Source: an optimization exercise on an open RTL-to-GDS flow (aim: a short achievable clock period and few clock cycles per item). Production flows keep margins and buffers that such runs may drop. RTL that was checked went through simulation tests only; none was proved equivalent to the original. Only the layout flow was run in runs 1, 3 and 4; the RTL was not checked for function there. Power is estimated from default activity; no workload was simulated.

--- design.v ---
package pprd_pkg;
    localparam int SAMPLE_W   = 18;
    localparam int RATE_W     = 21;
    localparam int POS_W      = 32;
    localparam int HYST_W     = 18;
    localparam int SPM_W      = 16;
    localparam int CFG_IDX_W  = 2;
    localparam int CFG_DATA_W = 18;
    localparam int STEP_W     = $clog2(RATE_W);
    localparam logic [HYST_W-1:0] HYST_RESET = HYST_W'(300);
    localparam logic [SPM_W-1:0]  SPM_RESET  = SPM_W'(6000);
    localparam int QUICK_COUNT = 5;
    localparam int QUICK_SPANS = 3;
    localparam int QUICK_ENTRY = 1;
    typedef enum logic [CFG_IDX_W-1:0] {
        REG_HYSTERESIS = 2'd0,
        REG_SPM        = 2'd1
    } cfg_reg_t;
    typedef enum logic [1:0] {
        EV_NONE = 2'd0,
        EV_MAX  = 2'd1,
        EV_MIN  = 2'd2
    } event_t;
    typedef enum logic [2:0] {
        ST_IDLE,
        ST_RING_OLD,
        ST_RING_ONE,
        ST_DIV,
        ST_OUT
    } state_t;
    typedef struct packed {
        logic              start;
        logic [RATE_W-1:0] dividend;
        logic [POS_W-1:0]  divisor;
    } div_req_t;
    typedef struct packed {
        logic              done;
        logic [RATE_W-1:0] quotient;
    } div_rsp_t;
endpackage
module pprd_ring_mem #(
    parameter int DEPTH  = 10,
    parameter int ADDR_W = $clog2(DEPTH)
) (
    input  logic                         aclk,
    input  logic                         wr_en,
    input  logic [ADDR_W-1:0]            wr_addr,
    input  logic [pprd_pkg::POS_W-1:0]   wr_data,
    output logic [DEPTH*pprd_pkg::POS_W-1:0] entries
);
    logic [pprd_pkg::POS_W-1:0] mem [DEPTH];
    always_ff @(posedge aclk) begin
        if (wr_en) begin
            mem[wr_addr] <= wr_data;
        end
    end
    for (genvar i = 0; i < DEPTH; i++) begin : g_out
        assign entries[i*pprd_pkg::POS_W +: pprd_pkg::POS_W] = mem[i];
    end
endmodule
module pprd_divider #(
    parameter int N  = 21,
    parameter int LW = $clog2(N + 1)
) (
    input  logic          aclk,
    input  logic          aresetn,
    input  logic          start,
    input  logic [N-1:0]  num_norm,
    input  logic [LW-1:0] nlen,
    input  logic [31:0]   den,
    output logic          busy,
    output logic          fin,
    output logic [N-1:0]  quo
);
    localparam int W = N + 4;      
    typedef enum logic [1:0] {
        PH_SETUP,
        PH_STEP,
        PH_SIGN,
        PH_PICK
    } phase_t;
    logic          busy_reg, zero_reg, neg_reg;
    phase_t        ph_reg;
    logic [LW-1:0] cnt_reg;
    logic [LW-1:0] dlen_reg, nlen_reg;
    logic [N-1:0]  d_reg;          
    logic [N-1:0]  f_reg;          
    logic [W-1:0]  ws_reg, wc_reg;
    logic [N-1:0]  q_reg, qm_reg;  
    function automatic logic [LW-1:0] bitlen(input logic [N-1:0] v);
        bitlen = '0;
        for (int i = 0; i < N; i++) begin
            if (v[i]) bitlen = LW'(i + 1);
        end
    endfunction
    logic [W-1:0] ys, yc, a, s_new, c_new;
    logic [4:0]   est;
    logic         q_pos, q_neg;
    always_comb begin
        ys    = {ws_reg[W-2:0], f_reg[N-1]};
        yc    = {wc_reg[W-2:0], 1'b0};
        est   = ys[W-1 -: 5] + yc[W-1 -: 5];
        q_pos = !est[4];
        q_neg = est[4] && (est != 5'b11111);
        a     = q_pos ? ~{{(W-N){1'b0}}, d_reg} : q_neg ? {{(W-N){1'b0}}, d_reg} : '0;
        s_new = ys ^ yc ^ a;
        c_new = {((ys & yc) | (ys & a) | (yc & a)), 1'b0};
        c_new[0] = q_pos;                       
    end
    assign busy = busy_reg;
    assign fin  = busy_reg && ((ph_reg == PH_SETUP) ? (zero_reg || (nlen_reg < dlen_reg))
                                                     : (ph_reg == PH_PICK));
    assign quo  = (ph_reg == PH_SETUP) ? '0 : (neg_reg ? qm_reg : q_reg);
    always_ff @(posedge aclk) begin
        if (!aresetn) begin
            busy_reg <= 1'b0;
        end else begin
            if (start) busy_reg <= 1'b1;
            else if (fin) busy_reg <= 1'b0;
        end
    end
    always_ff @(posedge aclk) begin
        if (start) begin
            ph_reg   <= PH_SETUP;
            zero_reg <= (den[31:N] != '0) || (den[N-1:0] == '0);
            d_reg    <= den[N-1:0];
            dlen_reg <= bitlen(den[N-1:0]);
            f_reg    <= num_norm;
            nlen_reg <= nlen;
        end else if (busy_reg) begin
            unique case (ph_reg)
                PH_SETUP: begin
                    ph_reg  <= PH_STEP;
                    cnt_reg <= nlen_reg - dlen_reg;
                    d_reg   <= d_reg << (LW'(N) - dlen_reg);
                    ws_reg  <= W'(f_reg[N-1:1]);
                    wc_reg  <= '0;
                    f_reg   <= {f_reg[0], {(N-1){1'b0}}};
                    q_reg   <= '0;
                    qm_reg  <= '1;
                end
                PH_STEP: begin
                    if (cnt_reg == '0) ph_reg <= PH_SIGN;
                    cnt_reg <= cnt_reg - LW'(1);
                    ws_reg  <= s_new;
                    wc_reg  <= c_new;
                    f_reg   <= {f_reg[N-2:0], 1'b0};
                    q_reg   <= q_pos ? {q_reg[N-2:0], 1'b1}  : q_neg ? {qm_reg[N-2:0], 1'b1}
                                                             : {q_reg[N-2:0], 1'b0};
                    qm_reg  <= q_pos ? {q_reg[N-2:0], 1'b0}  : q_neg ? {qm_reg[N-2:0], 1'b0}
                                                             : {qm_reg[N-2:0], 1'b1};
                end
                PH_SIGN: begin
                    ph_reg  <= PH_PICK;
                    neg_reg <= (ws_reg + wc_reg) >> (W - 1);
                end
                default: ;
            endcase
        end
    end
endmodule
module pulse_peak_rate_detector_core #(
    parameter int RING_DEPTH = 10
) (
    input  logic                               aclk,
    input  logic                               aresetn,
    input  logic                               s_valid,
    output logic                               s_ready,
    input  logic [pprd_pkg::SAMPLE_W-1:0]      s_sample,
    output logic                               m_valid,
    input  logic                               m_ready,
    output logic [pprd_pkg::RATE_W-1:0]        m_rate,
    output logic [1:0]                         m_event_res,
    output logic [pprd_pkg::SAMPLE_W-1:0]      m_extreme_value,
    output logic                               m_falling_phase,
    input  logic                               cfg_wr_en,
    input  logic [pprd_pkg::CFG_IDX_W-1:0]     cfg_index,
    input  logic [pprd_pkg::CFG_DATA_W-1:0]    cfg_wdata
);
    localparam int SW        = pprd_pkg::SAMPLE_W;
    localparam int PW        = pprd_pkg::POS_W;
    localparam int RW        = pprd_pkg::RATE_W;
    localparam int ADDR_W    = $clog2(RING_DEPTH);
    localparam int COUNT_MAX = RING_DEPTH + 2;
    localparam int CNT_W     = $clog2(RING_DEPTH + 3);
    localparam int Q_W       = 5;                
    localparam int Q_N       = 1 << Q_W;
    localparam int E_W       = 3;                
    localparam int E_N       = 1 << E_W;
    localparam int R_W       = 2;                
    localparam int R_N       = 1 << R_W;
    localparam int UNTRACKED = 5;
    localparam int UNTRACKED_MAX = 3;
    logic [pprd_pkg::HYST_W-1:0] hyst_reg;
    logic [pprd_pkg::SPM_W-1:0]  spm_reg;
    logic [RW-1:0]               num3_reg, num10_reg;
    always_ff @(posedge aclk) begin
        if (!aresetn) begin
            hyst_reg <= pprd_pkg::HYST_RESET;
            spm_reg  <= pprd_pkg::SPM_RESET;
        end else if (cfg_wr_en) begin
            if (cfg_index == pprd_pkg::REG_HYSTERESIS) hyst_reg <= cfg_wdata[pprd_pkg::HYST_W-1:0];
            if (cfg_index == pprd_pkg::REG_SPM)        spm_reg  <= cfg_wdata[pprd_pkg::SPM_W-1:0];
        end
    end
    localparam int LW = $clog2(RW + 1);
    logic [LW-1:0] len3_reg, len10_reg;
    logic [RW-1:0] norm3_reg, norm10_reg;
    function automatic logic [LW-1:0] bitlen(input logic [RW-1:0] v);
        bitlen = '0;
        for (int i = 0; i < RW; i++) begin
            if (v[i]) bitlen = LW'(i + 1);
        end
    endfunction
    always_ff @(posedge aclk) begin
        num3_reg   <= RW'(spm_reg) * RW'(pprd_pkg::QUICK_SPANS);
        num10_reg  <= RW'(spm_reg) * RW'(RING_DEPTH);
        len3_reg   <= bitlen(num3_reg);
        len10_reg  <= bitlen(num10_reg);
        norm3_reg  <= num3_reg << (LW'(RW) - len3_reg);
        norm10_reg <= num10_reg << (LW'(RW) - len10_reg);
    end
    logic          s_ready_reg;
    logic          a_v;
    logic [SW-1:0] a_x;
    logic          acc;
    assign acc = s_valid && s_ready_reg;
    always_ff @(posedge aclk) begin
        if (!aresetn) a_v <= 1'b0;
        else          a_v <= acc;
        a_x <= s_sample;
    end
    logic              rising_reg;
    logic [SW-1:0]     max_reg, min_reg;
    logic [PW-1:0]     index_reg, max_pos_reg;
    logic [ADDR_W-1:0] ptr_reg;
    logic [CNT_W-1:0]  count_reg;
    logic          p_v;
    logic [SW-1:0] p_x;
    logic [SW:0]   p_ph;      
    logic [SW:0]   p_mh;      
    always_ff @(posedge aclk) begin
        if (!aresetn) p_v <= 1'b0;
        else          p_v <= a_v;
        p_x  <= a_x;
        p_ph <= {1'b0, a_x} + {1'b0, hyst_reg};
        p_mh <= {1'b0, a_x} - {1'b0, hyst_reg};
    end
    logic          b_v;
    logic [SW-1:0] b_x;
    logic [2:0]    c_gt_max, c_peak, c_lt_min, c_valley;
    function automatic logic above_mh(input logic [SW:0] mh, input logic [SW-1:0] v);
        above_mh = !mh[SW] && (mh[SW-1:0] > v);
    endfunction
    always_ff @(posedge aclk) begin
        if (!aresetn) b_v <= 1'b0;
        else          b_v <= p_v;
        b_x      <= p_x;
        c_gt_max <= {p_x > min_reg, p_x > b_x, p_x > max_reg};
        c_peak   <= {p_ph < {1'b0, min_reg}, p_ph < {1'b0, b_x}, p_ph < {1'b0, max_reg}};
        c_lt_min <= {p_x < max_reg, p_x < b_x, p_x < min_reg};
        c_valley <= {above_mh(p_mh, max_reg), above_mh(p_mh, b_x), above_mh(p_mh, min_reg)};
    end
    logic [1:0]        max_sel, min_sel;    
    logic [PW-1:0]     index_inc;
    logic              new_max, peak_hit, new_min, valley_hit;
    logic              is_peak, is_valley, is_event;
    logic              quick_next, full_next, rated;
    logic [1:0]        ev;
    logic              fall;
    always_comb begin
        index_inc  = index_reg + PW'(1);
        new_max    = c_gt_max[max_sel];
        peak_hit   = c_peak[max_sel];
        new_min    = c_lt_min[min_sel];
        valley_hit = c_valley[min_sel];
        is_peak    = rising_reg && peak_hit;
        is_valley  = !rising_reg && valley_hit;
        is_event   = is_peak || is_valley;
        quick_next = (count_reg == CNT_W'(pprd_pkg::QUICK_COUNT - 1));
        full_next  = (count_reg >= CNT_W'(COUNT_MAX - 1));
        rated      = is_peak && (quick_next || full_next);
        ev         = is_peak ? pprd_pkg::EV_MAX : is_valley ? pprd_pkg::EV_MIN : pprd_pkg::EV_NONE;
        fall       = rising_reg ? peak_hit : !valley_hit;
    end
    always_ff @(posedge aclk) begin
        if (!aresetn) begin
            rising_reg  <= 1'b1;
            max_reg     <= '0;
            min_reg     <= '1;
            index_reg   <= '0;
            max_pos_reg <= '0;
            ptr_reg     <= '0;
            count_reg   <= '0;
        end else if (b_v) begin
            index_reg <= index_inc;
            if (rising_reg) begin
                if (new_max) begin
                    max_reg     <= b_x;
                    max_pos_reg <= index_inc;
                end else if (peak_hit) begin
                    rising_reg <= 1'b0;
                    min_reg    <= max_reg;
                    ptr_reg    <= (ptr_reg == ADDR_W'(RING_DEPTH - 1)) ? '0 : ptr_reg + ADDR_W'(1);
                    if (count_reg != CNT_W'(COUNT_MAX)) count_reg <= count_reg + CNT_W'(1);
                end
            end else begin
                if (new_min) begin
                    min_reg <= b_x;
                end else if (valley_hit) begin
                    rising_reg <= 1'b1;
                    max_reg    <= min_reg;
                end
            end
        end
    end
    always_ff @(posedge aclk) begin
        max_sel <= 2'd0;
        min_sel <= 2'd0;
        if (b_v) begin
            if (rising_reg) begin
                if (new_max)       max_sel <= 2'd1;
                else if (peak_hit) min_sel <= 2'd2;
            end else begin
                if (new_min)         min_sel <= 2'd1;
                else if (valley_hit) max_sel <= 2'd2;
            end
        end
    end
    logic          t_v;
    logic [1:0]    t_ev;
    logic          t_event;
    logic          t_fall;
    logic          t_rated;
    logic          t_quick;
    logic [ADDR_W-1:0] t_ptr;
    always_ff @(posedge aclk) begin
        if (!aresetn) t_v <= 1'b0;
        else          t_v <= b_v;
        t_ev    <= ev;
        t_event <= is_event;
        t_fall  <= fall;
        t_rated <= rated;
        t_quick <= quick_next;
        t_ptr   <= ptr_reg;
    end
    logic [RING_DEPTH*PW-1:0] ring;
    logic [PW-1:0]            src_reg;    
    pprd_ring_mem #(
        .DEPTH   (RING_DEPTH),
        .ADDR_W  (ADDR_W)
    ) u_ring (
        .aclk    (aclk),
        .wr_en   (t_v && t_ev == pprd_pkg::EV_MAX),
        .wr_addr (t_ptr),
        .wr_data (max_pos_reg),
        .entries (ring)
    );
    logic [PW-1:0] span_reg;
    always_ff @(posedge aclk) begin
        src_reg  <= quick_next ? ring[pprd_pkg::QUICK_ENTRY*PW +: PW] : ring[ptr_reg*PW +: PW];
        span_reg <= max_pos_reg - src_reg;
    end
    logic [1:0]     q_ev    [Q_N];
    logic           q_fall  [Q_N];
    logic           q_rated [Q_N];
    logic [Q_W-1:0] q_wr, q_rd;
    logic [Q_W:0]   q_cnt;
    always_ff @(posedge aclk) begin
        if (t_v) begin
            q_ev[q_wr]    <= t_ev;
            q_fall[q_wr]  <= t_fall;
            q_rated[q_wr] <= t_rated;
        end
    end
    logic [SW-1:0]  e_val [E_N];
    logic [E_W-1:0] e_wr, e_rd;
    logic [E_W:0]   e_cnt;
    always_ff @(posedge aclk) begin
        if (t_v && t_event) begin
            e_val[e_wr] <= (t_ev == pprd_pkg::EV_MAX) ? min_reg : max_reg;
        end
    end
    logic t_req;
    assign t_req = t_v && t_rated;
    logic [PW-1:0]  r_span  [R_N];
    logic           r_quick [R_N];
    logic [RW-1:0]  r_rate  [R_N];
    logic [R_N-1:0] r_req;       
    logic [R_N-1:0] r_done;      
    logic [R_W-1:0] r_wr, r_div, r_cur, r_rd;
    logic [R_W:0]   r_cnt;       
    logic           div_start, div_busy, div_fin;
    logic           d_quick;
    logic [RW-1:0]  div_quo;
    assign d_quick = div_slot ? r_quick[r_div] : t_quick;
    logic div_slot, div_direct;
    assign div_slot   = r_req[r_div];
    assign div_direct = !div_slot && t_req;
    assign div_start  = !div_busy && (div_slot || div_direct);
    always_ff @(posedge aclk) begin
        if (t_req) begin
            r_span[r_wr]  <= span_reg;
            r_quick[r_wr] <= t_quick;
        end
        if (div_fin) begin
            r_rate[r_cur] <= div_quo;
        end
        if (div_start) begin
            r_cur <= r_div;
        end
    end
    pprd_divider #(
        .N       (RW)
    ) u_div (
        .aclk    (aclk),
        .aresetn (aresetn),
        .start   (div_start),
        .num_norm (d_quick ? norm3_reg : norm10_reg),
        .nlen    (d_quick ? len3_reg : len10_reg),
        .den     (div_slot ? r_span[r_div] : span_reg),
        .busy    (div_busy),
        .fin     (div_fin),
        .quo     (div_quo)
    );
    logic          m_valid_reg;
    logic          h_v;
    logic [1:0]    h_ev;
    logic          h_event;
    logic          h_fall;
    logic          h_rated;
    logic          q_any, h_load, load_out, pop;
    assign q_any    = (q_cnt != '0);
    assign load_out = h_v && (!h_rated || r_done[r_rd]) && (!m_valid_reg || m_ready);
    assign h_load   = !h_v || load_out;
    assign pop      = m_valid_reg && m_ready;
    always_ff @(posedge aclk) begin
        if (!aresetn) h_v <= 1'b0;
        else if (h_load) h_v <= q_any;
        if (h_load) begin
            h_ev    <= q_ev[q_rd];
            h_event <= (q_ev[q_rd] != pprd_pkg::EV_NONE);
            h_fall  <= q_fall[q_rd];
            h_rated <= q_rated[q_rd];
        end
    end
    logic [RW-1:0] m_rate_reg;
    logic [1:0]    m_event_reg;
    logic [SW-1:0] m_extreme_reg;
    logic          m_falling_reg;
    logic [RW-1:0] o_rate;
    logic [SW-1:0] o_ext;
    logic [RW-1:0] c_rate_n;
    logic [1:0]    c_event_n;
    logic [SW-1:0] c_ext_n;
    logic          c_fall_n;
    assign o_rate = h_rated ? r_rate[r_rd] : '0;
    assign o_ext  = h_event ? e_val[e_rd] : '0;
    always_ff @(posedge aclk) begin
        if (load_out) begin
            c_rate_n  <= ~o_rate;
            c_event_n <= ~h_ev;
            c_ext_n   <= ~o_ext;
            c_fall_n  <= ~h_fall;
        end
        m_rate_reg    <= load_out ? o_rate : ~c_rate_n;
        m_event_reg   <= load_out ? h_ev   : ~c_event_n;
        m_extreme_reg <= load_out ? o_ext  : ~c_ext_n;
        m_falling_reg <= load_out ? h_fall : ~c_fall_n;
    end
    logic [Q_W:0] total_reg;      
    always_ff @(posedge aclk) begin
        if (!aresetn) begin
            q_wr        <= '0;
            q_rd        <= '0;
            q_cnt       <= '0;
            e_wr        <= '0;
            e_rd        <= '0;
            e_cnt       <= '0;
            r_wr        <= '0;
            r_div       <= '0;
            r_rd        <= '0;
            r_cnt       <= '0;
            r_req       <= '0;
            r_done      <= '0;
            total_reg   <= '0;
            m_valid_reg <= 1'b0;
            s_ready_reg <= 1'b1;
        end else begin
            if (t_v) q_wr <= q_wr + Q_W'(1);
            if (h_load && q_any) q_rd <= q_rd + Q_W'(1);
            q_cnt <= q_cnt + (Q_W+1)'(t_v) - (Q_W+1)'(h_load && q_any);
            if (t_v && t_event) e_wr <= e_wr + E_W'(1);
            if (load_out && h_event) e_rd <= e_rd + E_W'(1);
            e_cnt <= e_cnt + (E_W+1)'(b_v && is_event) - (E_W+1)'(load_out && h_event);
            if (t_req) r_wr <= r_wr + R_W'(1);
            if (div_start) r_div <= r_div + R_W'(1);
            if (load_out && h_rated) r_rd <= r_rd + R_W'(1);
            r_cnt <= r_cnt + (R_W+1)'(b_v && rated) - (R_W+1)'(load_out && h_rated);
            for (int i = 0; i < R_N; i++) begin
                if (t_req && r_wr == R_W'(i) && !(div_direct && !div_busy)) r_req[i] <= 1'b1;
                else if (div_start && r_div == R_W'(i)) r_req[i] <= 1'b0;
                if (div_fin && r_cur == R_W'(i)) r_done[i] <= 1'b1;
                else if (load_out && h_rated && r_rd == R_W'(i)) r_done[i] <= 1'b0;
            end
            total_reg <= total_reg + (Q_W+1)'(acc) - (Q_W+1)'(pop);
            if (load_out)     m_valid_reg <= 1'b1;
            else if (m_ready) m_valid_reg <= 1'b0;
            s_ready_reg <= (total_reg <= (Q_W+1)'(Q_N - 2))
                        && (e_cnt <= (E_W+1)'(E_N - UNTRACKED))
                        && (r_cnt <= (R_W+1)'(R_N - UNTRACKED_MAX));
        end
    end
    assign s_ready         = s_ready_reg;
    assign m_valid         = m_valid_reg;
    assign m_rate          = m_rate_reg;
    assign m_event_res     = m_event_reg;
    assign m_extreme_value = m_extreme_reg;
    assign m_falling_phase = m_falling_reg;
endmodule
--- run.sh ---
#!/bin/bash
# synth_recipe.tcl (not shown) runs the flow's synth.tcl, then flattens the netlist and writes it again
# the make line also repeats each setting of config.mk as NAME=value (left out here)
make -C /OpenROAD-flow-scripts/flow DESIGN_CONFIG=/design/flow/config.mk WORK_HOME=/design/flow/orfs CLKGATE_MAP_FILE= SYNTH_SCRIPT=/design/flow/synth_recipe.tcl finish
--- config.mk ---
export PLATFORM = sky130hd
export DESIGN_NAME = pulse_peak_rate_detector_core
export DESIGN_NICKNAME = pulse_peak_rate_detector_core
export VERILOG_FILES = /design/flow/design.v
export SDC_FILE = /design/flow/constraint.sdc
export NUM_CORES = 4
export LEC_CHECK = 0
export ABC_CLOCK_PERIOD_IN_PS = 2000
export CAP_MARGIN = 20
export CORE_MARGIN = 2
export CORE_UTILIZATION = 40
export SETUP_SLACK_MARGIN = 5
export SLEW_MARGIN = 20
export TNS_END_PERCENT = 100
--- constraint.sdc ---
create_clock -name core_clock -period 7.5 [get_ports {aclk}]
set_input_delay 1.5000 -clock core_clock [delete_from_list [all_inputs] [get_ports {aclk}]]
set_output_delay 1.5000 -clock core_clock [all_outputs]
set_load 0.01 [all_outputs]
==> summary.txt, run 1 <==
----------------------------------------------------
[Synthesis]
  Largest family of logic cells by synthesized area ... multiplexers
  Share of synthesized area occupied by flip-flops and latches ... 0.594
  Total of flip-flops plus latches after synthesis ... 1,532
  Cell area after technology mapping ... 68,600 sq um
  Yosys synthesis warning count ... 3
  Mean Syn Cell Area ... 12.8 sq um
  Unique cell type count in the Yosys netlist ... 84
  Number of instances in the synthesized netlist ... 5,373
  Mux contribution to synthesized area ... 0.107
  Compound-Gate Fraction of Synth Area ... 0.0801
  Most common library cells after synthesis ... sky130_fd_sc_hd__edfxtp_1 (1,008), sky130_fd_sc_hd__dfxtp_1 (524), sky130_fd_sc_hd__nor2_1 (443)
  Dominant cell type by area after synthesis ... sky130_fd_sc_hd__edfxtp_1
  Adder-Cell Fraction of Synth Area ... 0.0759
  Most frequent cell after synthesis ... sky130_fd_sc_hd__edfxtp_1
  Synth async-reset ratio ... 0
  Share of the synthesized netlist area taken by xor and xnor gates ... 0.0237
  Main flop type after synthesis ... sky130_fd_sc_hd__edfxtp_1
  Dominant cells by area after synthesis ... sky130_fd_sc_hd__edfxtp_1 (44%), sky130_fd_sc_hd__dfxtp_1 (15%), sky130_fd_sc_hd__ha_1 (6.6%)
  Number of flops mapped to enable cells by yosys ... 1,008
  Share of synthesized cell area in and, or, nand and nor gates ... 0.0896
  Post-synth top area share ... 0.441
  Net Count, Synth ... 5,812

[STA]
  Hold violation total from the final report ... 0
  Minimum setup slack in the final design ... 4540 ps
  Worst Skew ... 26.7 ps
  Unrepaired setup endpoints after global routing ... true
  Worst relative slew slack ... 0.308
  Period utilisation layout ... 0.395
  Setup_tns ... 0 ps
  Slew at the pin with the worst max-slew slack ... 1040 ps
  Final worst path period need ... 2960 ps
  Number of setup violations in the final report ... 0
  Final Max Slew Viols ... 0
  Maximum clock frequency ... 338 MHz

[GRT]
  Maximum number of pins on one net before global-route repair ... 95
  Antenna violations before repair ... 1
  Overall Global Routing Usage ... 0.187
  Residual overflow from global routing ... 0
  Number of global-route vias before repair ... 42,200
  Wire length of the first global-routing pass ... 253 mm

[Detailed routing]
  DRT iter0 DRCs ... 3,131
  Sum of routed wire length over all layers ... 168 mm
  Via Count ... 42,800
  DRC violations left ... 0
  Detailed-router iteration count before antenna repair ... 5
  Residual antenna-violating net count after detailed routing ... 0
  Average via count per standard cell ... 5.32
  Routed wire per std cell ... 20.9 microns

[Worst setup path]
  CP endpoint ... num10_reg[18]
  Arrival time worst endpoint ... 3630 ps
  Destination of the worst register-to-register timing path ... num10_reg[18]
  Critical path startpoint ... spm_reg[1]
  Critical path fanouts, max ... 2
  Req. time, crit path ... 8160 ps
  Worst Reg2Reg Path Length in Cells ... 12
  FF-to-FF setup slack ... 4540 ps
  CP Capture Type ... flip-flop
  Crit Path Class ... flip-flop to flip-flop
  Type of origin of the critical path ... flip-flop
  Reg-to-reg startpoint ... spm_reg[1]

[Floorplanning]
  Die width ... 418 microns
  Die area ... 175,000 sq um
  Die H ... 418 microns
  I/O pin total ... 87
  Number of rows created at floorplan ... 152
  Core ar. ... 171,000 sq um
  Initial core utilization ... 0.401

[CTS]
  Clock input transition at the sequential cells of the worst setup and hold paths ... 60 ps
  CTS hold repair buffers ... 0
  Maximum clock insertion buffer count ... 3
  CTS tree ... done
  TritonCTS Buffers ... 163
  Source-to-sink clock delay at the later pin of the worst-skew pair ... 810 ps
  Master cell of the clock root buffer ... sky130_fd_sc_hd__clkbuf_16
  CTS sink cnt ... 1,532
  CTS H-Tree Depth ... 4

[Pwr]
  Worst ir drop on vdd ... 158 uV
  Net switching fraction of the power ... 0.269
  Part of the total power dissipated in combinational logic ... 0.168
  Internal power of the cells ... 15,800 uW
  Cell Pwr Density ... 264 nW/um^2
  Clock group share of total power ... 0.367
  Sequential share of power ... 0.466
  Leak ... 0.0302 uW
  Tot Pwr ... 21,700 uW
  P_sw ... 5840 uW

[Final layout]
  Final net count ... 6,106
  Max FFs per register ... 320
  Biggest registers after layout ... u_ring.mem (320), e_val (144), r_span (128)
  Growth of design area from synthesis to finish ... 19.5%
  Most flop-heavy register ... u_ring.mem
  Filler-free cell count of the finished design ... 8,039
  Share of cells above drive strength 1 ... 0.227
  Antenna cells ... 0

[Place]
  Number of input and output port buffers inserted ... 86
  Total instance count after detailed placement ... 7,512
  Final RePlAce weighted congestion ... 0.848
  Post-placement setup slack ... 2850 ps
  HPWL Detailed ... 104 mm

[Min path]
  Class of the worst hold path ... flip-flop to flip-flop

[Run status]
  Outcome ... complete, no violations

[Run]
  Number of maximum-capacitance constraint violations ... 0

----------------------------------------------------
[worst min-delay path by stage]
stage | slack, ps | cells past startpoint | to | start
after detailed placement | 350 | 0 | b_x[0] | p_x[0]
after floorplan | 330 | 0 | t_ptr[0] | ptr_reg[0]
after global placement | 340 | 0 | b_x[0] | p_x[0]
after global routing | 380 | 0 | b_x[0] | p_x[0]
after CTS | 360 | 0 | b_x[0] | p_x[0]
final | 370 | 0 | b_x[0] | p_x[0]
[cells in the final DEF (no fill, tap or decap), types with 21 or more instances in the layout]
master and n:
sky130_fd_sc_hd__nand2b_1 36, sky130_fd_sc_hd__or3_1 22, sky130_fd_sc_hd__inv_1 265, sky130_fd_sc_hd__mux4_2 200, sky130_fd_sc_hd__nor4_1 25, sky130_fd_sc_hd__mux2_2 46, sky130_fd_sc_hd__buf_4 186, sky130_fd_sc_hd__a211oi_1 56
sky130_fd_sc_hd__clkbuf_8 27, sky130_fd_sc_hd__and3_1 25, sky130_fd_sc_hd__clkbuf_1 46, sky130_fd_sc_hd__nor3_1 50, sky130_fd_sc_hd__a21oi_1 263, sky130_fd_sc_hd__ha_1 312, sky130_fd_sc_hd__o21ai_1 23, sky130_fd_sc_hd__a21o_1 64
sky130_fd_sc_hd__o211ai_1 61, sky130_fd_sc_hd__dfxtp_2 63, sky130_fd_sc_hd__clkdlybuf4s50_1 39, sky130_fd_sc_hd__edfxtp_1 1008, sky130_fd_sc_hd__fa_2 32, sky130_fd_sc_hd__nor2b_1 60, sky130_fd_sc_hd__mux2i_1 203, sky130_fd_sc_hd__o21a_1 39
sky130_fd_sc_hd__nand2_1 417, sky130_fd_sc_hd__buf_6 57, sky130_fd_sc_hd__nor2_1 415, sky130_fd_sc_hd__clkbuf_16 178, sky130_fd_sc_hd__nand4_1 42, sky130_fd_sc_hd__dfxtp_1 427, sky130_fd_sc_hd__buf_2 21, sky130_fd_sc_hd__xor2_1 74
sky130_fd_sc_hd__dfxtp_4 34, sky130_fd_sc_hd__ha_4 33, sky130_fd_sc_hd__nand3_1 106, sky130_fd_sc_hd__a21oi_2 44, sky130_fd_sc_hd__o21ai_0 127, sky130_fd_sc_hd__xnor2_1 99
[power by group through the flow]
| stage | clock network [uW] | registers, uW | logic [uW] |
|---|---|---|---|
| global route | 8460 | 10200 | 4040 |
| CTS | 8130 | 10100 | 3500 |
| detailed placement | 0 | 10300 | 3270 |
| global placement | 0 | 10200 | 3220 |
| finish | 7950 | 10100 | 3640 |
| floorplan | 0 | 10000 | 2460 |
[layout make-up]
type	count	area, sq um
clock inverter	63	593
fill	14700	88900
multi-input combinational	3322	28200
tap	2233	2790
inverter	296	1200
timing repair inverter	2	17.5
timing repair buffer	350	3530
sequential	1532	41000
clock buffer	241	4740
[per-stage QoR]
step           hold slack, ps  utilization  cell area, sq um
6_report                  372        0.480             82000
5_1_grt                   377        0.480             82000
4_1_cts                   365        0.469             80200
3_5_place_dp              347        0.423             72400
3_3_place_gp              342        0.423             72400
2_1_floorplan             329            -             69300
[routing by layer]
layer	wire length, microns	vias to the layer above	global-route usage
li1	-	20300	-
met1	74300	21300	0.249
met2	83600	880	0.320
met3	6370	258	0.0270
met4	3930	0	0.0519
met5	0	-	0
[cell families after synthesis]
family | count (synthesis)
adders and majority gates | 396
DFF | 1532
AOI/OAI and AO/OA | 888
muxes | 473
and+or+nand+nor | 1360
buffers and inverters | 538
xor gates and xnor gates | 186
[critical path, stage by stage, from the launching register on]
cell                       delay [ps]
sky130_fd_sc_hd__dfxtp_4          360
sky130_fd_sc_hd__ha_4             240
sky130_fd_sc_hd__ha_4             160
sky130_fd_sc_hd__fa_2             330
sky130_fd_sc_hd__a21o_1           200
sky130_fd_sc_hd__a21oi_2          140
sky130_fd_sc_hd__o21bai_1         120
sky130_fd_sc_hd__a211oi_2         270
sky130_fd_sc_hd__o31ai_2          110
sky130_fd_sc_hd__or4_4            450
sky130_fd_sc_hd__a31o_4           240
sky130_fd_sc_hd__a21oi_2          130
sky130_fd_sc_hd__xnor2_1           70
[timing repair]
action / in CTS / in global routing
gates cloned: 23 / 14
resized for setup: 561 / 302
buffers inserted: 119 / 67
setup endpoints to repair: 1037 / 453
pin swaps: 83 / 95
==> inputs of run 2 (changes only) <==
--- a/design.v
+++ b/design.v
@@ -80,6 +80,8 @@
         PH_PICK
     } phase_t;
     logic          busy_reg, zero_reg, neg_reg;
+    logic          half_reg;       
+    logic          qp_reg, qn_reg;
     phase_t        ph_reg;
     logic [LW-1:0] cnt_reg;
     logic [LW-1:0] dlen_reg, nlen_reg;
@@ -102,10 +104,10 @@
         est   = ys[W-1 -: 5] + yc[W-1 -: 5];
         q_pos = !est[4];
         q_neg = est[4] && (est != 5'b11111);
-        a     = q_pos ? ~{{(W-N){1'b0}}, d_reg} : q_neg ? {{(W-N){1'b0}}, d_reg} : '0;
+        a     = qp_reg ? ~{{(W-N){1'b0}}, d_reg} : qn_reg ? {{(W-N){1'b0}}, d_reg} : '0;
         s_new = ys ^ yc ^ a;
         c_new = {((ys & yc) | (ys & a) | (yc & a)), 1'b0};
-        c_new[0] = q_pos;                       
+        c_new[0] = qp_reg;                      
     end
     assign busy = busy_reg;
     assign fin  = busy_reg && ((ph_reg == PH_SETUP) ? (zero_reg || (nlen_reg < dlen_reg))
@@ -138,17 +140,24 @@
                     f_reg   <= {f_reg[0], {(N-1){1'b0}}};
                     q_reg   <= '0;
                     qm_reg  <= '1;
+                    half_reg <= 1'b0;
                 end
                 PH_STEP: begin
-                    if (cnt_reg == '0) ph_reg <= PH_SIGN;
-                    cnt_reg <= cnt_reg - LW'(1);
-                    ws_reg  <= s_new;
-                    wc_reg  <= c_new;
-                    f_reg   <= {f_reg[N-2:0], 1'b0};
-                    q_reg   <= q_pos ? {q_reg[N-2:0], 1'b1}  : q_neg ? {qm_reg[N-2:0], 1'b1}
-                                                             : {q_reg[N-2:0], 1'b0};
-                    qm_reg  <= q_pos ? {q_reg[N-2:0], 1'b0}  : q_neg ? {qm_reg[N-2:0], 1'b0}
-                                                             : {qm_reg[N-2:0], 1'b1};
+                    half_reg <= !half_reg;
+                    if (!half_reg) begin
+                        qp_reg <= q_pos;
+                        qn_reg <= q_neg;
+                    end else begin
+                        if (cnt_reg == '0) ph_reg <= PH_SIGN;
+                        cnt_reg <= cnt_reg - LW'(1);
+                        ws_reg  <= s_new;
+                        wc_reg  <= c_new;
+                        f_reg   <= {f_reg[N-2:0], 1'b0};
+                        q_reg   <= qp_reg ? {q_reg[N-2:0], 1'b1}  : qn_reg ? {qm_reg[N-2:0], 1'b1}
+                                                                  : {q_reg[N-2:0], 1'b0};
+                        qm_reg  <= qp_reg ? {q_reg[N-2:0], 1'b0}  : qn_reg ? {qm_reg[N-2:0], 1'b0}
+                                                                  : {qm_reg[N-2:0], 1'b1};
+                    end
                 end
                 PH_SIGN: begin
                     ph_reg  <= PH_PICK;
@@ -212,9 +221,24 @@
             if (v[i]) bitlen = LW'(i + 1);
         end
     endfunction
+    localparam int LO_W = RW / 2;
+    logic [RW-1:0]   spm2_reg, spm8_reg;
+    logic [LO_W:0]   lo3_reg, lo10_reg;
+    logic [RW-1:0]   spm_ext;
+    assign spm_ext = RW'(spm_reg);
     always_ff @(posedge aclk) begin
-        num3_reg   <= RW'(spm_reg) * RW'(pprd_pkg::QUICK_SPANS);
-        num10_reg  <= RW'(spm_reg) * RW'(RING_DEPTH);
+        lo3_reg    <= {1'b0, spm_ext[LO_W-2:0], 1'b0} + {1'b0, spm_ext[LO_W-1:0]};
+        lo10_reg   <= {1'b0, spm_ext[LO_W-4:0], 3'b000} + {1'b0, spm_ext[LO_W-2:0], 1'b0};
+        spm2_reg   <= spm_ext << 1;
+        spm8_reg   <= spm_ext << 3;
+    end
+    logic [RW-1:0] spm1_reg;
+    always_ff @(posedge aclk) begin
+        spm1_reg   <= spm_ext;
+        num3_reg   <= {spm2_reg[RW-1:LO_W] + spm1_reg[RW-1:LO_W] + (RW-LO_W)'(lo3_reg[LO_W]),
+                       lo3_reg[LO_W-1:0]};
+        num10_reg  <= {spm8_reg[RW-1:LO_W] + spm2_reg[RW-1:LO_W] + (RW-LO_W)'(lo10_reg[LO_W]),
+                       lo10_reg[LO_W-1:0]};
         len3_reg   <= bitlen(num3_reg);
         len10_reg  <= bitlen(num10_reg);
         norm3_reg  <= num3_reg << (LW'(RW) - len3_reg);
==> summary.txt, run 2 <==
----------------------------------------------------
[STA]
  Slew at the pin with the worst max-slew slack ... 1070 ps (+28.4 ps)
  Hold violation total from the final report ... 0 (unchanged)
  Worst Skew ... 31.0 ps (+4.33 ps)
  Final Max Slew Viols ... 0 (unchanged)
  Unrepaired setup endpoints after global routing ... true
  Final worst path period need ... 2780 ps (-183 ps)
  Setup_tns ... 0 ps (unchanged)
  Period utilisation layout ... 0.371 (-0.0243)
  Maximum clock frequency ... 360 MHz (+6.6%)
  Worst relative slew slack ... 0.288 (-0.0199)
  Number of setup violations in the final report ... 0 (unchanged)

[Floorplanning]
  Number of rows created at floorplan ... 152 (unchanged)
  Initial core utilization ... 0.403 (+0.00188)
  Die area ... 177,000 sq um (+1.0%)
  Core ar. ... 172,000 sq um (+0.56%)
  Die H ... 420 microns (+0.51%)
  Die width ... 420 microns (+0.51%)
  I/O pin total ... 87 (unchanged)

[Synthesis]
  Total of flip-flops plus latches after synthesis ... 1,564 (+2.1%)
  Main flop type after synthesis ... sky130_fd_sc_hd__edfxtp_1
  Yosys synthesis warning count ... 3 (unchanged)
  Unique cell type count in the Yosys netlist ... 95 (+13%)
  Number of flops mapped to enable cells by yosys ... 1,011 (+0.30%)
  Most frequent cell after synthesis ... sky130_fd_sc_hd__edfxtp_1
  Post-synth top area share ... 0.438 (-0.00318)
  Dominant cells by area after synthesis ... sky130_fd_sc_hd__edfxtp_1 (44%), sky130_fd_sc_hd__dfxtp_1 (16%), sky130_fd_sc_hd__mux4_2 (6.3%)
  Net Count, Synth ... 5,767 (-0.77%)
  Number of instances in the synthesized netlist ... 5,341 (-0.60%)
  Most common library cells after synthesis ... sky130_fd_sc_hd__edfxtp_1 (1,011), sky130_fd_sc_hd__dfxtp_1 (553), sky130_fd_sc_hd__nand2_1 (425)
  Mean Syn Cell Area ... 13.0 sq um (+1.6%)
  Synth async-reset ratio ... 0 (unchanged)
  Cell area after technology mapping ... 69,300 sq um (+1.0%)
  Dominant cell type by area after synthesis ... sky130_fd_sc_hd__edfxtp_1
  Share of synthesized area occupied by flip-flops and latches ... 0.598 (+0.00364)

[GRT]
  Residual overflow from global routing ... 0 (unchanged)
  Number of global-route vias before repair ... 41,000 (-2.7%)
  Maximum number of pins on one net before global-route repair ... 83 (-13%)
  Antenna violations before repair ... 1 (unchanged)
  Wire length of the first global-routing pass ... 242 mm (-4.4%)
  Overall Global Routing Usage ... 0.177 (-0.0106)

[Detailed routing]
  DRC violations left ... 0 (unchanged)
  Detailed-router iteration count before antenna repair ... 8 (+3)
  Average via count per standard cell ... 5.20 (-2.3%)
  Via Count ... 41,600 (-2.7%)
  Sum of routed wire length over all layers ... 159 mm (-5.4%)
  DRT iter0 DRCs ... 2,758 (-12%)
  Residual antenna-violating net count after detailed routing ... 0 (unchanged)
  Routed wire per std cell ... 19.9 microns (-5.1%)

[CTS]
  Maximum clock insertion buffer count ... 3 (unchanged)
  CTS sink cnt ... 1,564 (+2.1%)
  Master cell of the clock root buffer ... sky130_fd_sc_hd__clkbuf_16
  TritonCTS Buffers ... 161 (-1.2%)
  CTS tree ... done
  CTS hold repair buffers ... 0 (unchanged)
  Source-to-sink clock delay at the later pin of the worst-skew pair ... 810 ps (about the same)
  CTS H-Tree Depth ... 4 (unchanged)
  Clock input transition at the sequential cells of the worst setup and hold paths ... 60 ps (about the same)

[Worst setup path]
  Req. time, crit path ... 6000 ps (-2160 ps)
  Type of origin of the critical path ... flip-flop
  Critical path fanouts, max ... 3 (+1)
  Destination of the worst register-to-register timing path ... r_cnt[1]
  Worst path top cell family by delay ... flip-flops
  Worst-path cell chain ... buf_6
  Largest stage delay on the critical path ... 360 ps (-90 ps)
  Critical path's slowest cell ... sky130_fd_sc_hd__dfxtp_4
  Reg-to-reg startpoint ... r_rd[0]
  Arrival time worst endpoint ... 1280 ps (-2350 ps)
  CP Capture Type ... output port
  Crit Path Class ... flip-flop to output port
  FF-to-FF setup slack ... 4820 ps (+280 ps)
  Worst Reg2Reg Path Length in Cells ... 13 (+1)
  Critical path buffers and inverters ... 1 (+1)

[Min path]
  Hold Path End ... num10_reg[4]
  Hold Path Origin ... lo10_reg[4]
  Class of the worst hold path ... flip-flop to flip-flop
  Number of cells on the worst hold path ... 0 (unchanged)

[Run status]
  Outcome ... complete, no violations

[Pwr]
  Worst ir drop on vdd ... 214 uV (+36%)
  Leak ... 0.0303 uW (+0.48%)
  Cell Pwr Density ... 270 nW/um^2 (+2.2%)

[Final layout]
  Commonest cells after routing, fill and taps aside ... sky130_fd_sc_hd__edfxtp_1 (1,011), sky130_fd_sc_hd__dfxtp_1 (477), sky130_fd_sc_hd__nand2_1 (422)
  Utilization of the core after routing ... 0.472 (-0.00834)
  Most flop-heavy register ... u_ring.mem
  Share of cells above drive strength 1 ... 0.185 (-0.0423)
  Max FFs per register ... 320 (unchanged)
  Final net count ... 5,982 (-2.0%)
  Commonest non-fill, non-tap cell in the layout ... sky130_fd_sc_hd__edfxtp_1
  Growth of design area from synthesis to finish ... 16.9%
  Biggest registers after layout ... u_ring.mem (320), e_val (144), r_span (128)

[Place]
  Number of input and output port buffers inserted ... 86 (unchanged)
  Final RePlAce weighted congestion ... 0.864 (+2.0%)
  HPWL Detailed ... 102 mm (-2.0%)

[Run]
  Number of maximum-capacitance constraint violations ... 0 (unchanged)

----------------------------------------------------
-- run 2: layer usage --
| layer | vias to the layer above | wire length, microns | global-route usage |
|---|---|---|---|
| li1 | 20000 | - | - |
| met1 | 20600 | 72200 | 0.242 |
| met2 | 830 | 77300 | 0.294 |
| met3 | 193 | 6620 | 0.0280 |
| met4 | 2 | 2910 | 0.0430 |
| met5 | - | 12 | 0 |
-- run 2: where the power goes --
group	switching, uW	leakage, uW	internal (uW)
logic	1870	0.0138	1530
clock network	3410	0.00269	4820
registers	435	0.0139	9820
total	5720	0.0303	16200
-- run 2: cell families after synthesis --
kind of cell	after synthesis	share of synthesized area
mux	512	0.111
xor+xnor	183	0.0231
compound gates	870	0.0792
flops	1564	0.598
buf+inv	556	0.0318
fa+ha+maj	383	0.0732
simple gates	1273	0.0846
-- run 2: worst register-to-register path: cells and delay by family, from the launching register on --
kind	cells	cell delay [ps]
compound gates	1	170
flops	1	350
simple gates	3	270
fa+ha+maj	3	840
mux	1	510
buf+inv	5	390
-- run 2: area by class of cell --
cell class | count | area [sq um]
Antenna cell | 1 | 2.50
Clock buffer | 222 | 4590
Clock inverter | 81 | 983
Fill cell | 15100 | 90900
Inverter | 321 | 1260
Multi-Input combinational cell | 3232 | 27100
Sequential cell | 1564 | 41600
Tap cell | 2310 | 2890
Timing Repair Buffer | 275 | 2700
Timing Repair inverter | 1 | 8.76
-- run 2: how the worst max path moves through the flow --
stage / startpoint / to / slack [ps] / depth (start not counted)
global placement: m_ready / e_cnt[1] / 3060 / 12
floorplan: m_ready / q_cnt[5] / 4200 / 13
detailed placement: m_ready / e_cnt[2] / 3010 / 13
CTS: m_valid_reg / m_valid / 4630 / 1
finish: m_valid_reg / m_valid / 4720 / 1
global route: m_valid_reg / m_valid / 4660 / 1
-- run 2: repair_timing --
action                     4_1_cts  5_1_grt
gates resized for setup        399      159
pin swaps                       45       70
setup buffers                   47       68
setup endpoints to repair      943      404
cloned                          11       10
-- run 2: per-stage QoR --
step | hold slack (ps) | cell area, sq um | cells | worst slack, ps | power [uW]
final | 327 | 81100 | 8007 | 4720 | 21900
after floorplan | 310 | 69700 | 5341 | 4200 | 12600
after detailed placement | 312 | 73000 | 7567 | 3010 | 13600
after CTS | 329 | 79700 | 7928 | 4630 | 22000
after global placement | 312 | 72900 | 7566 | 3060 | 13600
after global routing | 341 | 81100 | 8006 | 4660 | 22900
Testbench counts of run 2, summed over its fixed seeds: cycles 32,830, items 32,000.
==> inputs of run 3 (changes only) <==
--- a/design.v
+++ b/design.v
@@ -245,10 +245,11 @@
         norm10_reg <= num10_reg << (LW'(RW) - len10_reg);
     end
     logic          s_ready_reg;
+    logic          s_busy_reg;       
     logic          a_v;
     logic [SW-1:0] a_x;
     logic          acc;
-    assign acc = s_valid && s_ready_reg;
+    assign acc = s_valid && !s_busy_reg;
     always_ff @(posedge aclk) begin
         if (!aresetn) a_v <= 1'b0;
         else          a_v <= acc;
@@ -448,6 +449,7 @@
         .quo     (div_quo)
     );
     logic          m_valid_reg;
+    logic          m_idle_reg;       
     logic          h_v;
     logic [1:0]    h_ev;
     logic          h_event;
@@ -455,9 +457,9 @@
     logic          h_rated;
     logic          q_any, h_load, load_out, pop;
     assign q_any    = (q_cnt != '0);
-    assign load_out = h_v && (!h_rated || r_done[r_rd]) && (!m_valid_reg || m_ready);
+    assign load_out = h_v && (!h_rated || r_done[r_rd]) && (m_idle_reg || m_ready);
     assign h_load   = !h_v || load_out;
-    assign pop      = m_valid_reg && m_ready;
+    assign pop      = !m_idle_reg && m_ready;
     always_ff @(posedge aclk) begin
         if (!aresetn) h_v <= 1'b0;
         else if (h_load) h_v <= q_any;
@@ -509,7 +511,9 @@
             r_done      <= '0;
             total_reg   <= '0;
             m_valid_reg <= 1'b0;
+            m_idle_reg  <= 1'b1;
             s_ready_reg <= 1'b1;
+            s_busy_reg  <= 1'b0;
         end else begin
             if (t_v) q_wr <= q_wr + Q_W'(1);
             if (h_load && q_any) q_rd <= q_rd + Q_W'(1);
@@ -528,11 +532,19 @@
                 else if (load_out && h_rated && r_rd == R_W'(i)) r_done[i] <= 1'b0;
             end
             total_reg <= total_reg + (Q_W+1)'(acc) - (Q_W+1)'(pop);
-            if (load_out)     m_valid_reg <= 1'b1;
-            else if (m_ready) m_valid_reg <= 1'b0;
+            if (load_out) begin
+                m_valid_reg <= 1'b1;
+                m_idle_reg  <= 1'b0;
+            end else if (m_ready) begin
+                m_valid_reg <= 1'b0;
+                m_idle_reg  <= 1'b1;
+            end
             s_ready_reg <= (total_reg <= (Q_W+1)'(Q_N - 2))
                         && (e_cnt <= (E_W+1)'(E_N - UNTRACKED))
                         && (r_cnt <= (R_W+1)'(R_N - UNTRACKED_MAX));
+            s_busy_reg  <= !((total_reg <= (Q_W+1)'(Q_N - 2))
+                        && (e_cnt <= (E_W+1)'(E_N - UNTRACKED))
+                        && (r_cnt <= (R_W+1)'(R_N - UNTRACKED_MAX)));
         end
     end
     assign s_ready         = s_ready_reg;
--- a/config.mk
+++ b/config.mk
@@ -8,7 +8,8 @@
 export ABC_CLOCK_PERIOD_IN_PS = 2000
 export CAP_MARGIN = 20
 export CORE_MARGIN = 2
-export CORE_UTILIZATION = 40
+export CORE_UTILIZATION = 60
+export PLACE_DENSITY = 0.7
 export SETUP_SLACK_MARGIN = 5
 export SLEW_MARGIN = 20
 export TNS_END_PERCENT = 100
==> summary.txt, run 3 <==
----------------------------------------------------
[Run status]
  Outcome ... complete, no violations

[Worst setup path]
  CP Capture Type ... flip-flop
  Type of origin of the critical path ... flip-flop
  Crit Path Class ... flip-flop to flip-flop
  Largest stage delay on the critical path ... 520 ps (+160 ps)
  Cell type with the highest occurrence count on the critical path ... sky130_fd_sc_hd__buf_6
  Worst-path cell chain ... mux4_2, o21a_1, o21ai_4, buf_4, buf_6, buf_6, buf_6, nor2_4, ha_4, inv_4, ha_4, inv_2, fa_2, nor2_2
  Worst path top cell family by delay ... adder cells
  Arrival time worst endpoint ... 3380 ps (+2100 ps)
  Req. time, crit path ... 8120 ps (+2120 ps)
  Critical path's slowest cell ... sky130_fd_sc_hd__fa_2
  Critical path buffers and inverters ... 6 (+5)
  Critical path fanouts, max ... 3 (unchanged)

[Final layout]
  Commonest cells after routing, fill and taps aside ... sky130_fd_sc_hd__edfxtp_1 (1,011), sky130_fd_sc_hd__dfxtp_1 (470), sky130_fd_sc_hd__nor2_1 (415)
  Antenna cells ... 0 (-1)
  Growth of design area from synthesis to finish ... 15.2%
  Biggest registers after layout ... u_ring.mem (320), e_val (144), r_span (128)
  Max FFs per register ... 320 (unchanged)
  Filler-free cell count of the finished design ... 7,156 (-11%)
  Share of cells above drive strength 1 ... 0.179 (-0.00538)
  Commonest non-fill, non-tap cell in the layout ... sky130_fd_sc_hd__edfxtp_1
  Most flop-heavy register ... u_ring.mem
  Final net count ... 5,932 (-0.84%)

[CTS]
  CTS sink cnt ... 1,566 (+0.13%)
  CTS tree ... done
  Source-to-sink clock delay at the later pin of the worst-skew pair ... 780 ps (-30 ps)
  TritonCTS Buffers ... 158 (-1.9%)
  CTS H-Tree Depth ... 4 (unchanged)
  Maximum clock insertion buffer count ... 3 (unchanged)
  Master cell of the clock root buffer ... sky130_fd_sc_hd__clkbuf_16
  CTS hold repair buffers ... 0 (unchanged)
  Clock input transition at the sequential cells of the worst setup and hold paths ... 60 ps (about the same)

[Floorplanning]
  Number of rows created at floorplan ... 124 (-18%)
  Initial core utilization ... 0.605 (+0.201)
  Die width ... 343 microns (-18%)
  Die area ... 118,000 sq um (-33%)
  Core ar. ... 114,000 sq um (-34%)
  I/O pin total ... 87 (unchanged)
  Die H ... 343 microns (-18%)

[GRT]
  Number of global-route vias before repair ... 41,600 (+1.5%)
  Wire length of the first global-routing pass ... 239 mm (-1.0%)
  Overall Global Routing Usage ... 0.264 (+0.0870)
  Residual overflow from global routing ... 0 (unchanged)
  Maximum number of pins on one net before global-route repair ... 96 (+16%)
  Antenna violations before repair ... 2 (+1)

[Detailed routing]
  Detailed-router iteration count before antenna repair ... 5 (-3)
  Routed wire per std cell ... 21.8 microns (+9.9%)
  Via Count ... 42,400 (+1.9%)
  DRC violations left ... 0 (unchanged)
  Sum of routed wire length over all layers ... 156 mm (-1.8%)
  Residual antenna-violating net count after detailed routing ... 0 (unchanged)
  DRT iter0 DRCs ... 3,308 (+20%)
  Average via count per standard cell ... 5.92 (+14%)

[STA]
  Setup_tns ... 0 ps (unchanged)
  Slew at the pin with the worst max-slew slack ... 1100 ps (+29.8 ps)
  Number of setup violations in the final report ... 0 (unchanged)
  Final Max Slew Viols ... 0 (unchanged)
  Minimum setup slack in the final design ... 4740 ps (+20.3 ps)
  Period utilisation layout ... 0.368 (-0.00270)
  Final worst path period need ... 2760 ps (-20.3 ps)
  Unrepaired setup endpoints after global routing ... true
  Maximum clock frequency ... 362 MHz (+0.73%)
  Hold violation total from the final report ... 0 (unchanged)
  Worst relative slew slack ... 0.262 (-0.0266)
  Worst Skew ... 30.3 ps (-0.660 ps)

[Pwr]
  P_sw ... 5740 uW (+0.40%)
  Part of the total power dissipated in combinational logic ... 0.161 (+0.005)
  Sequential share of power ... 0.471 (+0.002)
  Cell Pwr Density ... 276 nW/um^2 (+2.2%)
  Net switching fraction of the power ... 0.262 (+0.000393)
  Worst ir drop on vdd ... 222 uV (+3.5%)
  Leak ... 0.0298 uW (-1.9%)
  Clock group share of total power ... 0.368 (-0.008)
  Internal power of the cells ... 16,200 uW (+0.19%)

[Synthesis]
  Mean Syn Cell Area ... 13.0 sq um (about the same)
  Most common library cells after synthesis ... sky130_fd_sc_hd__edfxtp_1 (1,011), sky130_fd_sc_hd__dfxtp_1 (555), sky130_fd_sc_hd__nor2_1 (431)
  Total of flip-flops plus latches after synthesis ... 1,566 (+0.13%)
  Synth async-reset ratio ... 0 (unchanged)
  Number of flops mapped to enable cells by yosys ... 1,011 (unchanged)
  Net Count, Synth ... 5,749 (-0.31%)
  Yosys synthesis warning count ... 3 (unchanged)
  Post-synth top area share ... 0.440 (+0.00179)
  Share of synthesized area occupied by flip-flops and latches ... 0.601 (+0.00302)
  Dominant cell type by area after synthesis ... sky130_fd_sc_hd__edfxtp_1
  Number of instances in the synthesized netlist ... 5,323 (-0.34%)
  Unique cell type count in the Yosys netlist ... 76 (-20%)
  Most frequent cell after synthesis ... sky130_fd_sc_hd__edfxtp_1
  Main flop type after synthesis ... sky130_fd_sc_hd__edfxtp_1
  Dominant cells by area after synthesis ... sky130_fd_sc_hd__edfxtp_1 (44%), sky130_fd_sc_hd__dfxtp_1 (16%), sky130_fd_sc_hd__mux4_2 (6.4%)
  Cell area after technology mapping ... 69,100 sq um (-0.41%)

[Place]
  HPWL Detailed ... 98.4 mm (-3.1%)
  Number of input and output port buffers inserted ... 86 (unchanged)
  Final RePlAce weighted congestion ... 0.886 (+2.5%)
  Post-placement setup slack ... 3300 ps (+294 ps)
  Total instance count after detailed placement ... 6,747 (-11%)

[Min path]
  Class of the worst hold path ... flip-flop to flip-flop

[Run]
  Number of maximum-capacitance constraint violations ... 0 (unchanged)

----------------------------------------------------
## run 3: cell count changes after synthesis, sizes merged, moves of 14 or more
| cell | change |
|---|---|
| nand2 | -36 |
| o21ai | +20 |
| nor2 | +19 |
| o211a | -19 |
| a21oi | +17 |
| clkbuf | +15 |
| buf | -14 |
## run 3: routing by layer
layer  global-route usage  share of wire  vias to the layer above
met5                    0       0.000077                        -
met3               0.0384          0.061                      277
met4               0.0766          0.026                        2
met1                0.369           0.43                    20900
li1                     -              -                    19900
met2                0.434           0.48                     1346
## run 3: final cells by class
cell class | count | area, sq um
Clock buffer | 219 | 4380
Clock inverter | 79 | 1020
Fill cell | 7911 | 34700
Inverter | 317 | 1230
Multi-Input combinational cell | 3215 | 26800
Sequential cell | 1566 | 41600
Tap cell | 1512 | 1890
Timing Repair Buffer | 247 | 2530
Timing Repair inverter | 1 | 8.76
## run 3: kinds of logic (layout without fill, tap and decap cells)
family	count (synthesis)	count (layout)	share of synthesized area
XOR/XNOR	190	190	0.0241
multiplexers	514	516	0.111
flip-flops	1566	1566	0.601
buffers and inverters	553	863	0.0312
AND/OR/NAND/NOR	1248	1256	0.0820
adder cells (fa/ha/maj)	383	383	0.0735
AO/OA/AOI/OAI	869	870	0.0772
## run 3: path summary, 6_finish.rpt
path	startpoint	to	slack, ps	cells past startpoint
setup / recovery	r_rd[0]	r_cnt[1]	4740	14
hold / removal	lo3_reg[9]	num3_reg[9]	330	0
setup reg to reg	r_rd[0]	r_cnt[1]	4740	14
hold reg to reg	lo3_reg[9]	num3_reg[9]	330	0
## run 3: power by group through the flow
stage,sequential (uW),clock (uW),combinational [uW]
final,10300,8080,3520
after global routing,10400,8550,3890
after CTS,10300,8200,3390
after detailed placement,10500,0,3230
after global placement,10500,0,3160
after floorplan,10300,0,2410
## run 3: through the flow
stage	hold slack, ps	power (uW)	instance area, sq um	util
finish	326	21900	79500	0.697
global placement	312	13600	71800	0.628
floorplan	310	12700	69500	-
global route	329	22800	79500	0.697
detailed placement	312	13700	71800	0.629
CTS	326	21900	78500	0.687
## run 3: timing repair
| action | CTS | global route |
|---|---|---|
| buffers inserted | 61 | 29 |
| pin swaps | 52 | 45 |
| endpoints found under the setup margin | 794 | 564 |
| gates cloned | 11 | 10 |
| gates resized for setup | 410 | 162 |
==> inputs of run 4 (changes only) <==
--- a/design.v
+++ b/design.v
@@ -80,8 +80,7 @@
         PH_PICK
     } phase_t;
     logic          busy_reg, zero_reg, neg_reg;
-    logic          half_reg;       
-    logic          qp_reg, qn_reg;
+    logic          qp_reg, qn_reg;  
     phase_t        ph_reg;
     logic [LW-1:0] cnt_reg;
     logic [LW-1:0] dlen_reg, nlen_reg;
@@ -96,19 +95,34 @@
         end
     endfunction
     logic [W-1:0] ys, yc, a, s_new, c_new;
-    logic [4:0]   est;
-    logic         q_pos, q_neg;
     always_comb begin
         ys    = {ws_reg[W-2:0], f_reg[N-1]};
         yc    = {wc_reg[W-2:0], 1'b0};
-        est   = ys[W-1 -: 5] + yc[W-1 -: 5];
-        q_pos = !est[4];
-        q_neg = est[4] && (est != 5'b11111);
         a     = qp_reg ? ~{{(W-N){1'b0}}, d_reg} : qn_reg ? {{(W-N){1'b0}}, d_reg} : '0;
         s_new = ys ^ yc ^ a;
         c_new = {((ys & yc) | (ys & a) | (yc & a)), 1'b0};
         c_new[0] = qp_reg;                      
     end
+    function automatic logic [1:0] pick(input logic [5:0] s6, input logic [5:0] c6,
+                                        input logic [5:0] a6);
+        logic [4:0] s5, c5, e;
+        s5 = s6[5:1] ^ c6[5:1] ^ a6[5:1];
+        c5 = (s6[4:0] & c6[4:0]) | (s6[4:0] & a6[4:0]) | (c6[4:0] & a6[4:0]);
+        e  = s5 + c5;
+        pick = {e[4] && (e != 5'b11111), !e[4]};    
+    endfunction
+    logic [5:0] ys6, yc6, dn6, dp6;
+    logic [1:0] nx_pos, nx_zero, nx_neg, nx;
+    always_comb begin
+        ys6     = ys[W-2 -: 6];
+        yc6     = yc[W-2 -: 6];
+        dp6     = {{(W-N){1'b0}}, d_reg} >> (W - 7);
+        dn6     = ~dp6;
+        nx_pos  = pick(ys6, yc6, dn6);
+        nx_zero = pick(ys6, yc6, 6'd0);
+        nx_neg  = pick(ys6, yc6, dp6);
+        nx      = qp_reg ? nx_pos : qn_reg ? nx_neg : nx_zero;
+    end
     assign busy = busy_reg;
     assign fin  = busy_reg && ((ph_reg == PH_SETUP) ? (zero_reg || (nlen_reg < dlen_reg))
                                                      : (ph_reg == PH_PICK));
@@ -140,24 +154,21 @@
                     f_reg   <= {f_reg[0], {(N-1){1'b0}}};
                     q_reg   <= '0;
                     qm_reg  <= '1;
-                    half_reg <= 1'b0;
+                    qp_reg  <= 1'b1;
+                    qn_reg  <= 1'b0;
                 end
                 PH_STEP: begin
-                    half_reg <= !half_reg;
-                    if (!half_reg) begin
-                        qp_reg <= q_pos;
-                        qn_reg <= q_neg;
-                    end else begin
-                        if (cnt_reg == '0) ph_reg <= PH_SIGN;
-                        cnt_reg <= cnt_reg - LW'(1);
-                        ws_reg  <= s_new;
-                        wc_reg  <= c_new;
-                        f_reg   <= {f_reg[N-2:0], 1'b0};
-                        q_reg   <= qp_reg ? {q_reg[N-2:0], 1'b1}  : qn_reg ? {qm_reg[N-2:0], 1'b1}
-                                                                  : {q_reg[N-2:0], 1'b0};
-                        qm_reg  <= qp_reg ? {q_reg[N-2:0], 1'b0}  : qn_reg ? {qm_reg[N-2:0], 1'b0}
-                                                                  : {qm_reg[N-2:0], 1'b1};
-                    end
+                    if (cnt_reg == '0) ph_reg <= PH_SIGN;
+                    cnt_reg <= cnt_reg - LW'(1);
+                    ws_reg  <= s_new;
+                    wc_reg  <= c_new;
+                    f_reg   <= {f_reg[N-2:0], 1'b0};
+                    q_reg   <= qp_reg ? {q_reg[N-2:0], 1'b1}  : qn_reg ? {qm_reg[N-2:0], 1'b1}
+                                                              : {q_reg[N-2:0], 1'b0};
+                    qm_reg  <= qp_reg ? {q_reg[N-2:0], 1'b0}  : qn_reg ? {qm_reg[N-2:0], 1'b0}
+                                                              : {qm_reg[N-2:0], 1'b1};
+                    qp_reg  <= nx[0];
+                    qn_reg  <= nx[1];
                 end
                 PH_SIGN: begin
                     ph_reg  <= PH_PICK;
==> summary.txt, run 4 <==
----------------------------------------------------
[Run status]
  Outcome ... complete, no violations

[STA]
  Period utilisation layout ... 0.374 (+0.00637)
  Final worst path period need ... 2810 ps (+47.8 ps)
  Maximum clock frequency ... 356 MHz (-1.7%)
  Worst Skew ... 26.0 ps (-4.34 ps)
  Setup_tns ... 0 ps (unchanged)
  Final Max Slew Viols ... 0 (unchanged)
  Number of setup violations in the final report ... 0 (unchanged)

[Synthesis]
  Dominant cells by area after synthesis ... sky130_fd_sc_hd__edfxtp_1 (43%), sky130_fd_sc_hd__dfxtp_1 (16%), sky130_fd_sc_hd__ha_1 (6.4%)
  Compound-Gate Fraction of Synth Area ... 0.0823 (+0.00507)
  Dominant cell type by area after synthesis ... sky130_fd_sc_hd__edfxtp_1
  Cell area after technology mapping ... 69,700 sq um (+1.0%)
  Unique cell type count in the Yosys netlist ... 81 (+6.6%)
  Most common library cells after synthesis ... sky130_fd_sc_hd__edfxtp_1 (1,010), sky130_fd_sc_hd__dfxtp_1 (555), sky130_fd_sc_hd__nor2_1 (453)
  Number of flops mapped to enable cells by yosys ... 1,010 (-0.099%)
  Most frequent cell after synthesis ... sky130_fd_sc_hd__edfxtp_1
  Share of synthesized cell area in and, or, nand and nor gates ... 0.0830 (+0.000929)
  Mean Syn Cell Area ... 12.8 sq um (-1.2%)
  Share of synthesized area occupied by flip-flops and latches ... 0.594 (-0.00637)
  Yosys synthesis warning count ... 3 (unchanged)
  Net Count, Synth ... 5,887 (+2.4%)
  Number of instances in the synthesized netlist ... 5,440 (+2.2%)
  Largest family of logic cells by synthesized area ... multiplexers
  Synth async-reset ratio ... 0 (unchanged)

[Worst setup path]
  Req. time, crit path ... 8020 ps (-100 ps)
  Largest stage delay on the critical path ... 580 ps (+60 ps)
  Critical path's slowest cell ... sky130_fd_sc_hd__fa_1
  Worst-path cell chain ... inv_2, fa_1, inv_2, ha_4, fa_2, nand4_1, a211o_1, a21oi_2, a21oi_2, o22ai_2, nor3b_2
  Crit Path Class ... flip-flop to flip-flop
  Type of origin of the critical path ... flip-flop

[Final layout]
  Growth of design area from synthesis to finish ... 14.9%
  Commonest non-fill, non-tap cell in the layout ... sky130_fd_sc_hd__edfxtp_1
  Area of all sequential standard cells ... 41,600 sq um (-0.10%)
  Number of fillers in the final layout ... 7,988 (+0.97%)
  Filler-free cell count of the finished design ... 7,286 (+1.8%)
  Commonest cells after routing, fill and taps aside ... sky130_fd_sc_hd__edfxtp_1 (1,010), sky130_fd_sc_hd__dfxtp_1 (484), sky130_fd_sc_hd__nor2_1 (442)

[Pwr]
  Part of the total power dissipated in combinational logic ... 0.160 (about the same)
  Sequential share of power ... 0.475 (+0.004)
  P_sw ... 5730 uW (-0.23%)
  Leak ... 0.0302 uW (+1.5%)
  Net switching fraction of the power ... 0.263 (+0.00144)
  Cell Pwr Density ... 272 nW/um^2 (-1.5%)
  Clock group share of total power ... 0.365 (-0.003)

[Place]
  Area after DPL ... 72,400 sq um (+0.83%)
  Total instance count after detailed placement ... 6,866 (+1.8%)
  Number of input and output port buffers inserted ... 86 (unchanged)
  HPWL Detailed ... 98.1 mm (-0.33%)

[Detailed routing]
  Sum of routed wire length over all layers ... 156 mm (about the same)
  DRT iter0 DRCs ... 3,767 (+14%)
  Routed wire per std cell ... 21.4 microns (-1.9%)
  Average via count per standard cell ... 5.89 (-0.57%)
  Via Count ... 42,900 (+1.2%)

[Floorplanning]
  I/O pin total ... 87 (unchanged)
  Core ar. ... 116,000 sq um (+1.4%)
  Die H ... 345 microns (+0.49%)
  Initial core utilization ... 0.603 (-0.00212)

[GRT]
  Maximum number of pins on one net before global-route repair ... 86 (-10%)
  Number of global-route vias before repair ... 41,900 (+0.70%)
  Antenna violations before repair ... 1 (-1)
  Overall Global Routing Usage ... 0.261 (-0.00326)
  Wire length of the first global-routing pass ... 239 mm (-0.10%)

[Min path]
  Class of the worst hold path ... flip-flop to flip-flop

[CTS]
  Source-to-sink clock delay at the later pin of the worst-skew pair ... 770 ps (about the same)
  CTS H-Tree Depth ... 4 (unchanged)
  Maximum clock insertion buffer count ... 3 (unchanged)
  Master cell of the clock root buffer ... sky130_fd_sc_hd__clkbuf_16
  CTS tree ... done
  Clock input transition at the sequential cells of the worst setup and hold paths ... 70 ps (about the same)
  CTS hold repair buffers ... 0 (unchanged)
  CTS sink cnt ... 1,565 (-0.064%)
  TritonCTS Buffers ... 159 (+0.63%)

----------------------------------------------------
run 4: cell count changes after synthesis, sizes merged, moves of 14 or more:
cell    change
a21boi     -21
a21oi      +19
nor2       +23
nor2b      -18
nand2      +30
mux2       -14
o211a      +19
a21o       -14
run 4: metrics by stage:
stage | utilization | hold WS [ps] | setup WS, ps | total power (uW)
after floorplan | - | 310 | 4270 | 12700
after global placement | 0.625 | 311 | 3000 | 13600
after detailed placement | 0.625 | 314 | 2940 | 13700
after CTS | 0.684 | 328 | 4680 | 21800
after global routing | 0.692 | 332 | 4560 | 22600
final | 0.692 | 327 | 4690 | 21800
run 4: layout make-up:
class,count,area share
antenna,1,0.0000312
clock buffer,216,0.0552
clock inverter,82,0.0106
inverter,321,0.0158
multi-input combinational,3320,0.341
sequential,1565,0.519
tap,1524,0.0238
timing repair buffer,256,0.0343
timing repair inverter,1,0.000109
run 4: logic make-up after synthesis:
kind of cell,Yosys count
buf+inv,568
mux,496
simple gates,1294
fa+ha+maj,404
flops,1565
compound gates,922
xor+xnor,191
run 4: repair_timing:
| action | in CTS | in global routing |
|---|---|---|
| pin swaps | 54 | 48 |
| cloned | 22 | 2 |
| setup endpoints to repair | 881 | 615 |
| gates resized for setup | 402 | 175 |
| buffers inserted | 70 | 27 |
run 4: power by group through the flow:
stage | combinational (uW) | clock [uW] | sequential, uW
2_1_floorplan | 2360 | 0 | 10300
3_3_place_gp | 3100 | 0 | 10500
3_5_place_dp | 3170 | 0 | 10500
4_1_cts | 3360 | 8070 | 10300
5_1_grt | 3850 | 8410 | 10400
6_report | 3490 | 7950 | 10300
run 4: metal layers:
metal | part of all wire | global-route usage | up-vias
met5 | 0 | 0 | -
met4 | 0.022 | 0.0685 | 0
met3 | 0.059 | 0.0418 | 219
met2 | 0.47 | 0.413 | 1292
met1 | 0.45 | 0.377 | 21000
li1 | - | - | 20300
run 4: final timing paths:
| path | end | cells after the start | slack, ps | startpoint |
|---|---|---|---|---|
| setup / recovery | u_div.qn_reg | 11 | 4690 | u_div.wc_reg[18] |
| hold / removal | num3_reg[1] | 0 | 330 | lo3_reg[1] |
| setup reg to reg | u_div.qn_reg | 11 | 4690 | u_div.wc_reg[18] |
| hold reg to reg | num3_reg[1] | 0 | 330 | lo3_reg[1] |

static timing again, ports no longer ideal:
How much do the figures lean on ideal ports? The routed layouts below were timed once more, with nothing changed but the port constraints. Step 1, drivers: a clkbuf_16 drives aclk and a buf_2 each remaining input, both assumed. Step 2 moves the port delays by t, midway between the first and last clock arrival at a register: inputs arrive t later, outputs are due t later. That takes back most of the time a late clock gives input paths. a / b / c = ideal ports / drivers / drivers and shift; a / b = the first two.
run	t, ns	setup WS [ns]	clock arrival spread, ns	slew at the worst register clock pin (ns)
run 1	0.888	4.538 / 4.538 / 3.912	0.028 / 0.028	0.06 / 0.06
run 2	0.877	4.720 / 4.639 / 4.019	0.033 / 0.033	0.06 / 0.06
run 3	0.841	4.741 / 4.682 / 3.967	0.032 / 0.033	0.07 / 0.07
run 4	0.826	4.693 / 4.693 / 4.076	0.026 / 0.027	0.07 / 0.07
After both steps setup and hold are still met in every run listed. For run 3, which loses most, drivers alone change the setup slack by -0.059 ns; drivers and shift together by -0.774 ns.
